Source: an optimization exercise on an open RTL-to-GDS flow (aim: small area, a short achievable clock period and few clock cycles per item). Production flows keep margins and buffers that such runs may drop. The RTL was checked by simulation tests, not by an equivalence proof against the original design.

==> flow/design.v <==
`default_nettype none
package pix_pkg;
  localparam int pix_w = 8;
  localparam int grad_w = 11;
  localparam int mag_max = 255;
  localparam int kern_mid = 2;
  typedef logic [pix_w-1:0] pix_t;
  typedef struct packed {
    pix_t r;
    pix_t g;
    pix_t b;
  } rgb_t;
  typedef logic [9*pix_w-1:0] win_t;
  typedef struct packed {
    rgb_t rgb;
    pix_t grey;
    logic edge_mode;
  } dec_t;
  typedef struct packed {
    win_t win;
    rgb_t rgb;
    logic edge_mode;
  } win_beat_t;
  typedef struct packed {
    pix_t edge_val;
    rgb_t rgb;
    logic edge_mode;
  } res_t;
endpackage
`default_nettype wire
`default_nettype none
package frame_pkg;
  localparam int frame_cols = 32;
  localparam int frame_rows = 16;
  localparam int col_w = (frame_cols > 1) ? $clog2(frame_cols) : 1;
  localparam int row_w = (frame_rows > 1) ? $clog2(frame_rows) : 1;
endpackage
`default_nettype wire
`default_nettype none
module edge_top (
  input  logic       clk,
  input  logic       rst_n,
  input  logic       edge_en,
  input  logic       in_valid,
  input  logic       in_sof,
  input  logic [7:0] in_r,
  input  logic [7:0] in_g,
  input  logic [7:0] in_b,
  output logic       in_ready,
  output logic       out_valid,
  output logic       out_sof,
  output logic [7:0] out_r,
  output logic [7:0] out_g,
  output logic [7:0] out_b,
  input  logic       out_ready
);
  localparam int cols = frame_pkg::frame_cols;
  localparam int rows = frame_pkg::frame_rows;
  localparam int npix = cols * rows;
  localparam int depth = 2 * cols + 1;
  localparam int lag = cols + 2;
  localparam int hd_last = npix + lag - 1;
  logic        ir_v;
  logic        ir_sof;
  logic        ir_edge;
  logic [23:0] ir_d;       
  logic        fmode;      
  logic [9:0]  hd;
  logic        f_zero, f_last, f_valid, f_sof, f_left, f_right;
  logic        f_top, f_ptop;
  localparam int ring = depth - 1;
  logic [7:0]        ch0;
  logic [8*ring-1:0] rg;
  logic [4:0]        rot;
  logic        cv;         
  logic        c_sof;
  logic        c_right;    
  logic        c_right_y;  
  logic [9:0]  pt;         
  logic [9:0]  d1, d2, d3;         
  logic signed [8:0]  v1, vp;      
  logic signed [10:0] gsum;        
  logic        g_v;
  logic        g_sof;
  logic signed [10:0] gx;
  logic signed [10:0] gy;
  logic        s_v;
  logic        s_sof;
  logic [5:0]  s_lo;       
  logic [4:0]  s_hi;       
  logic        s_big;      
  logic        m_v;
  logic        m_sof;
  logic [7:0]  m_val;
  logic        skid_v;
  logic [24:0] skid_d;
  logic        in_ready_r;
  assign in_ready = in_ready_r;
  logic       in_mode;
  logic [8:0] rb_sum;
  assign in_mode = in_sof ? edge_en : fmode;
  assign rb_sum  = {1'b0, in_r} + {1'b0, in_b};
  logic adv;
  logic e_go;
  logic p_go;
  logic sh;
  logic al;
  logic p_v;
  logic out_en;
  logic busy;
  assign busy   = cv || g_v || s_v || m_v;
  assign adv    = !skid_v;
  assign al     = (rot == 5'd0) || f_zero;
  assign e_go   = adv && al && ir_v && ir_edge && (!hd[9] || f_last);
  assign p_go   = adv && ir_v && !ir_edge && f_zero && !busy;
  assign sh     = adv && al && (hd[9] || (ir_v && ir_edge));
  assign p_v    = (adv && m_v) || p_go;
  assign out_en = !out_valid || out_ready;
  logic ir_v_n;
  logic ir_edge_n;
  logic skid_v_n;
  logic out_v_n;
  logic tail_n;
  logic last_n;
  logic zero_n;
  logic busy_n;
  logic al_n;
  always_comb begin
    ir_v_n    = in_ready_r ? in_valid : ir_v;
    ir_edge_n = in_ready_r ? in_mode : ir_edge;
    if (out_en) begin
      out_v_n  = skid_v || p_v;
      skid_v_n = 1'b0;
    end else begin
      out_v_n  = 1'b1;
      skid_v_n = skid_v || p_v;
    end
    if (sh) begin
      tail_n = !f_last && (hd[9] || hd[8:0] == 9'h1ff);
      last_n = !f_last && (hd == 10'(hd_last - 1));
      zero_n = f_last && !e_go;
    end else begin
      tail_n = hd[9];
      last_n = f_last;
      zero_n = f_zero;
    end
    busy_n = adv ? ((sh && f_valid) || cv || g_v || s_v) : busy;
    al_n   = sh || (rot == 5'(cols - 1)) || zero_n;
  end
  always_ff @(posedge clk) begin
    if (!rst_n) begin
      ir_v       <= 1'b0;
      cv         <= 1'b0;
      g_v        <= 1'b0;
      s_v        <= 1'b0;
      m_v        <= 1'b0;
      out_valid  <= 1'b0;
      skid_v     <= 1'b0;
      in_ready_r <= 1'b1;
    end else begin
      ir_v       <= ir_v_n;
      if (adv) begin
        cv  <= sh && f_valid;
        g_v <= cv;
        s_v <= g_v;
        m_v <= s_v;
      end
      out_valid  <= out_v_n;
      skid_v     <= skid_v_n;
      in_ready_r <= !ir_v_n || (!skid_v_n && (ir_edge_n ? (al_n && (!tail_n || last_n))
                                                        : (zero_n && !busy_n)));
    end
  end
  always_ff @(posedge clk) begin
    if (!rst_n) begin
      hd     <= '0;
      f_zero <= 1'b1;
      f_last <= 1'b0;
    end else if (sh) begin
      hd     <= f_last ? {9'd0, e_go} : hd + 10'd1;
      f_zero <= f_last && !e_go;
      f_last <= !f_last && (hd == 10'(hd_last - 1));
    end
  end
  always_ff @(posedge clk) begin
    if (!rst_n) begin
      f_valid <= 1'b0;
      f_sof   <= 1'b0;
      f_left  <= 1'b0;
      f_right <= 1'b0;
      f_top   <= 1'b0;
      f_ptop  <= 1'b0;
    end else if (sh) begin
      f_valid <= !f_last && (hd >= 10'(lag - 1));
      f_sof   <= !f_last && (hd == 10'(lag - 1));
      f_left  <= !f_last && (hd[4:0] == 5'((lag - 1) % cols));
      f_right <= f_last ? e_go : (hd[4:0] == 5'((lag - 2) % cols));
      f_top   <= f_ptop;
      f_ptop  <= !f_last && (hd >= 10'(lag - 3)) && (hd < 10'(lag - 3 + cols));
    end
  end
  always_ff @(posedge clk) begin
    if (in_ready_r) begin
      ir_sof  <= in_sof;
      ir_edge <= in_mode;
      ir_d    <= {in_mode ? rb_sum[8:1] : in_r, in_g, in_b};
      if (in_valid && in_sof) begin
        fmode <= edge_en;
      end
    end
  end
  logic [8:0] grey_sum;
  logic [7:0] bot;
  logic [7:0] top;
  logic [7:0] nmid;
  logic [7:0] ntop;
  logic [7:0] tz;
  logic [7:0] ntz;
  assign grey_sum = {1'b0, ir_d[23:16]} + {1'b0, ir_d[15:8]};
  assign bot  = ch0;
  assign top  = rg[8*(2*cols-1) +: 8];
  assign nmid = rg[8*(cols-2) +: 8];
  assign ntop = rg[8*(2*cols-2) +: 8];
  assign tz   = f_top ? 8'h00 : top;
  assign ntz  = f_ptop ? 8'h00 : ntop;
  always_ff @(posedge clk) begin
    rot <= sh ? 5'd0 : rot + 5'd1;
    rg  <= {rg[8*(2*cols-1)-1:8*cols], sh ? rg[8*(cols-1) +: 8] : rg[8*(2*cols-1) +: 8],
            rg[8*(cols-1)-1:0],        sh ? ch0 : rg[8*(cols-1) +: 8]};
    if (sh) begin
      ch0     <= (hd[9] && !f_last) ? 8'h00 : grey_sum[8:1];
      pt      <= {2'b00, ntz} + {1'b0, nmid, 1'b0};
      d1      <= pt + {2'b00, bot};
      d2      <= d1;
      d3      <= f_left ? 10'd0 : d2;
      v1      <= $signed({1'b0, bot}) - $signed({1'b0, tz});
      vp      <= f_right ? 9'sd0 : v1;
      gsum    <= 11'(vp) + (11'(v1) <<< 1);
      c_sof   <= f_sof;
      c_right <= f_right;
    end
  end
  always_ff @(posedge clk) begin
    if (!rst_n) begin
      c_right_y <= 1'b0;
    end else if (sh) begin
      c_right_y <= f_right;
    end
  end
  always_ff @(posedge clk) begin
    if (adv) begin
      g_sof <= c_sof;
      gx    <= $signed({1'b0, c_right ? 10'd0 : d1}) - $signed({1'b0, d3});
      gy    <= gsum + (c_right_y ? 11'sd0 : 11'(v1));
    end
  end
  logic [9:0] ax;
  logic [9:0] ay;
  assign ax = gx[9:0] ^ {10{gx[10]}};
  assign ay = gy[9:0] ^ {10{gy[10]}};
  always_ff @(posedge clk) begin
    if (adv) begin
      s_sof <= g_sof;
      s_lo  <= {2'b00, ax[3:0]} + {2'b00, ay[3:0]} + {5'd0, gx[10]} + {5'd0, gy[10]};
      s_hi  <= {1'b0, ax[7:4]} + {1'b0, ay[7:4]};
      s_big <= (ax[9:8] != 2'b00) || (ay[9:8] != 2'b00);
    end
  end
  logic [5:0] m_top;
  assign m_top = {1'b0, s_hi} + {4'd0, s_lo[5:4]};
  always_ff @(posedge clk) begin
    if (adv) begin
      m_sof <= s_sof;
      m_val <= (s_big || m_top[5:4] != 2'b00) ? 8'hff : {m_top[3:0], s_lo[3:0]};
    end
  end
  logic [24:0] p_data;
  assign p_data = m_v ? {m_sof, m_val, m_val, m_val} : {ir_sof, ir_d};
  always_ff @(posedge clk) begin
    if (out_en) begin
      {out_sof, out_r, out_g, out_b} <= skid_v ? skid_d : p_data;
    end
    if (!skid_v) begin
      skid_d <= p_data;
    end
  end
endmodule
`default_nettype wire
export LEC_CHECK = 0
export CAP_MARGIN = 20
export CORE_MARGIN = 2
export CORE_UTILIZATION = 60
export CTS_BUF_LIST = sky130_fd_sc_hd__clkbuf_8
export CTS_CLUSTER_SIZE = 14
export SETUP_SLACK_MARGIN = 2.4
export SLEW_MARGIN = 20
create_clock -name core_clock -period 4.5 [get_ports {clk}]
run.sh (not shown) runs the stock make flow with config.mk's settings and CLKGATE_MAP_FILE= SYNTH_SCRIPT=/design/flow/synth_recipe.tcl, a recipe that flattens the netlist after the stock synthesis.
Testbench counts at the start, summed over its fixed seeds: cycles 34,199, pixels 32,768.
Next try:
--- a/flow/design.v
+++ b/flow/design.v
@@ -66,17 +66,13 @@
   logic [23:0] ir_d;       
   logic        fmode;      
   logic [9:0]  hd;
   logic        f_zero, f_last, f_valid, f_sof, f_left, f_right;
-  logic        f_top, f_ptop;
-  localparam int ring = depth - 1;
-  logic [7:0]        ch0;
-  logic [8*ring-1:0] rg;
-  logic [4:0]        rot;
+  logic        f_top, f_bot, f_ptop;
+  logic [8*depth-1:0] ch;  
   logic        cv;         
   logic        c_sof;
-  logic        c_right;    
-  logic        c_right_y;  
+  logic        c_right;
   logic [9:0]  pt;         
   logic [9:0]  d1, d2, d3;         
   logic signed [8:0]  v1, vp;      
   logic signed [10:0] gsum;        
@@ -103,18 +99,16 @@
   logic adv;
   logic e_go;
   logic p_go;
   logic sh;
-  logic al;
   logic p_v;
   logic out_en;
   logic busy;
   assign busy   = cv || g_v || s_v || m_v;
   assign adv    = !skid_v;
-  assign al     = (rot == 5'd0) || f_zero;
-  assign e_go   = adv && al && ir_v && ir_edge && (!hd[9] || f_last);
+  assign e_go   = adv && ir_v && ir_edge && (!hd[9] || f_last);
   assign p_go   = adv && ir_v && !ir_edge && f_zero && !busy;
-  assign sh     = adv && al && (hd[9] || (ir_v && ir_edge));
+  assign sh     = adv && (hd[9] || (ir_v && ir_edge));
   assign p_v    = (adv && m_v) || p_go;
   assign out_en = !out_valid || out_ready;
   logic ir_v_n;
   logic ir_edge_n;
@@ -123,9 +117,8 @@
   logic tail_n;
   logic last_n;
   logic zero_n;
   logic busy_n;
-  logic al_n;
   always_comb begin
     ir_v_n    = in_ready_r ? in_valid : ir_v;
     ir_edge_n = in_ready_r ? in_mode : ir_edge;
     if (out_en) begin
@@ -144,9 +137,8 @@
       last_n = f_last;
       zero_n = f_zero;
     end
     busy_n = adv ? ((sh && f_valid) || cv || g_v || s_v) : busy;
-    al_n   = sh || (rot == 5'(cols - 1)) || zero_n;
   end
   always_ff @(posedge clk) begin
     if (!rst_n) begin
       ir_v       <= 1'b0;
@@ -166,9 +158,9 @@
         m_v <= s_v;
       end
       out_valid  <= out_v_n;
       skid_v     <= skid_v_n;
-      in_ready_r <= !ir_v_n || (!skid_v_n && (ir_edge_n ? (al_n && (!tail_n || last_n))
+      in_ready_r <= !ir_v_n || (!skid_v_n && (ir_edge_n ? (!tail_n || last_n)
                                                         : (zero_n && !busy_n)));
     end
   end
   always_ff @(posedge clk) begin
@@ -188,15 +180,17 @@
       f_sof   <= 1'b0;
       f_left  <= 1'b0;
       f_right <= 1'b0;
       f_top   <= 1'b0;
+      f_bot   <= 1'b0;
       f_ptop  <= 1'b0;
     end else if (sh) begin
       f_valid <= !f_last && (hd >= 10'(lag - 1));
       f_sof   <= !f_last && (hd == 10'(lag - 1));
       f_left  <= !f_last && (hd[4:0] == 5'((lag - 1) % cols));
       f_right <= f_last ? e_go : (hd[4:0] == 5'((lag - 2) % cols));
       f_top   <= f_ptop;
+      f_bot   <= !f_last && (hd >= 10'(npix + lag - 2 - cols)) && (hd < 10'(npix + lag - 2));
       f_ptop  <= !f_last && (hd >= 10'(lag - 3)) && (hd < 10'(lag - 3 + cols));
     end
   end
   always_ff @(posedge clk) begin
@@ -214,45 +208,37 @@
   logic [7:0] top;
   logic [7:0] nmid;
   logic [7:0] ntop;
   logic [7:0] tz;
+  logic [7:0] bz;
   logic [7:0] ntz;
   assign grey_sum = {1'b0, ir_d[23:16]} + {1'b0, ir_d[15:8]};
-  assign bot  = ch0;
-  assign top  = rg[8*(2*cols-1) +: 8];
-  assign nmid = rg[8*(cols-2) +: 8];
-  assign ntop = rg[8*(2*cols-2) +: 8];
+  assign bot  = ch[0 +: 8];
+  assign top  = ch[8*(2*cols) +: 8];
+  assign nmid = ch[8*(cols-1) +: 8];
+  assign ntop = ch[8*(2*cols-1) +: 8];
   assign tz   = f_top ? 8'h00 : top;
+  assign bz   = f_bot ? 8'h00 : bot;
   assign ntz  = f_ptop ? 8'h00 : ntop;
   always_ff @(posedge clk) begin
-    rot <= sh ? 5'd0 : rot + 5'd1;
-    rg  <= {rg[8*(2*cols-1)-1:8*cols], sh ? rg[8*(cols-1) +: 8] : rg[8*(2*cols-1) +: 8],
-            rg[8*(cols-1)-1:0],        sh ? ch0 : rg[8*(cols-1) +: 8]};
     if (sh) begin
-      ch0     <= (hd[9] && !f_last) ? 8'h00 : grey_sum[8:1];
+      ch      <= {ch[8*(depth-1)-1:0], grey_sum[8:1]};
       pt      <= {2'b00, ntz} + {1'b0, nmid, 1'b0};
-      d1      <= pt + {2'b00, bot};
+      d1      <= pt + {2'b00, bz};
       d2      <= d1;
       d3      <= f_left ? 10'd0 : d2;
-      v1      <= $signed({1'b0, bot}) - $signed({1'b0, tz});
+      v1      <= $signed({1'b0, bz}) - $signed({1'b0, tz});
       vp      <= f_right ? 9'sd0 : v1;
       gsum    <= 11'(vp) + (11'(v1) <<< 1);
       c_sof   <= f_sof;
       c_right <= f_right;
     end
   end
   always_ff @(posedge clk) begin
-    if (!rst_n) begin
-      c_right_y <= 1'b0;
-    end else if (sh) begin
-      c_right_y <= f_right;
-    end
-  end
-  always_ff @(posedge clk) begin
     if (adv) begin
       g_sof <= c_sof;
       gx    <= $signed({1'b0, c_right ? 10'd0 : d1}) - $signed({1'b0, d3});
-      gy    <= gsum + (c_right_y ? 11'sd0 : 11'(v1));
+      gy    <= gsum + (c_right ? 11'sd0 : 11'(v1));
     end
   end
   logic [9:0] ax;
   logic [9:0] ay;
Result:
- fmax is higher by 5.6%
- design area climbs by 20%
- non-clock buffer count increases by 21
- count of clock-buffer cells in the layout falls by 23
- die area went up by 21%
- worst hold slack improves by 0.084 ns
- register-to-register slack gains 0.12 ns
- utilization shrinks by 0.76 points
- synthesized area came out higher by 22%
- routed wire length rises by 24%
- clock skew is about the same
- via count is higher by 12%
- worst setup slack improves by 0.12 ns
- final cell count goes up by 3.4%
Testbench counts after the change, summed over its fixed seeds: cycles 34,199, pixels 32,768.

==> re-timing with driven ports <==
No port has a modelled driver above. Below, the same layouts with a new extraction and two added sets of constraints. Step 1 sets driving cells, clkbuf_16 on the clock port and buf_2 on the other inputs (assumed; they add their load-dependent delay and slew). Step 2 also shifts input and output timing later by t, the mid clock arrival at the registers, as if the neighbouring blocks saw the same clock. a / b / c = ideal / step 1 / step 2; a / b = the first two.
run	shift t [ns]	setup WS [ns]	hold slack, ns	clock arrival spread, ns	worst data-port slew with drivers (ns)
the first run	0.703	2.218 / 2.218 / 1.763	0.315 / 0.315 / 0.315	0.041 / 0.040	0.05
the second run	0.745	2.340 / 2.287 / 1.681	0.399 / 0.399 / 0.399	0.042 / 0.042	0.07
After both steps setup and hold are still met in every run listed. The setup slack of the second run, which loses most, moves by -0.053 ns with the drivers and by -0.659 ns with both steps.
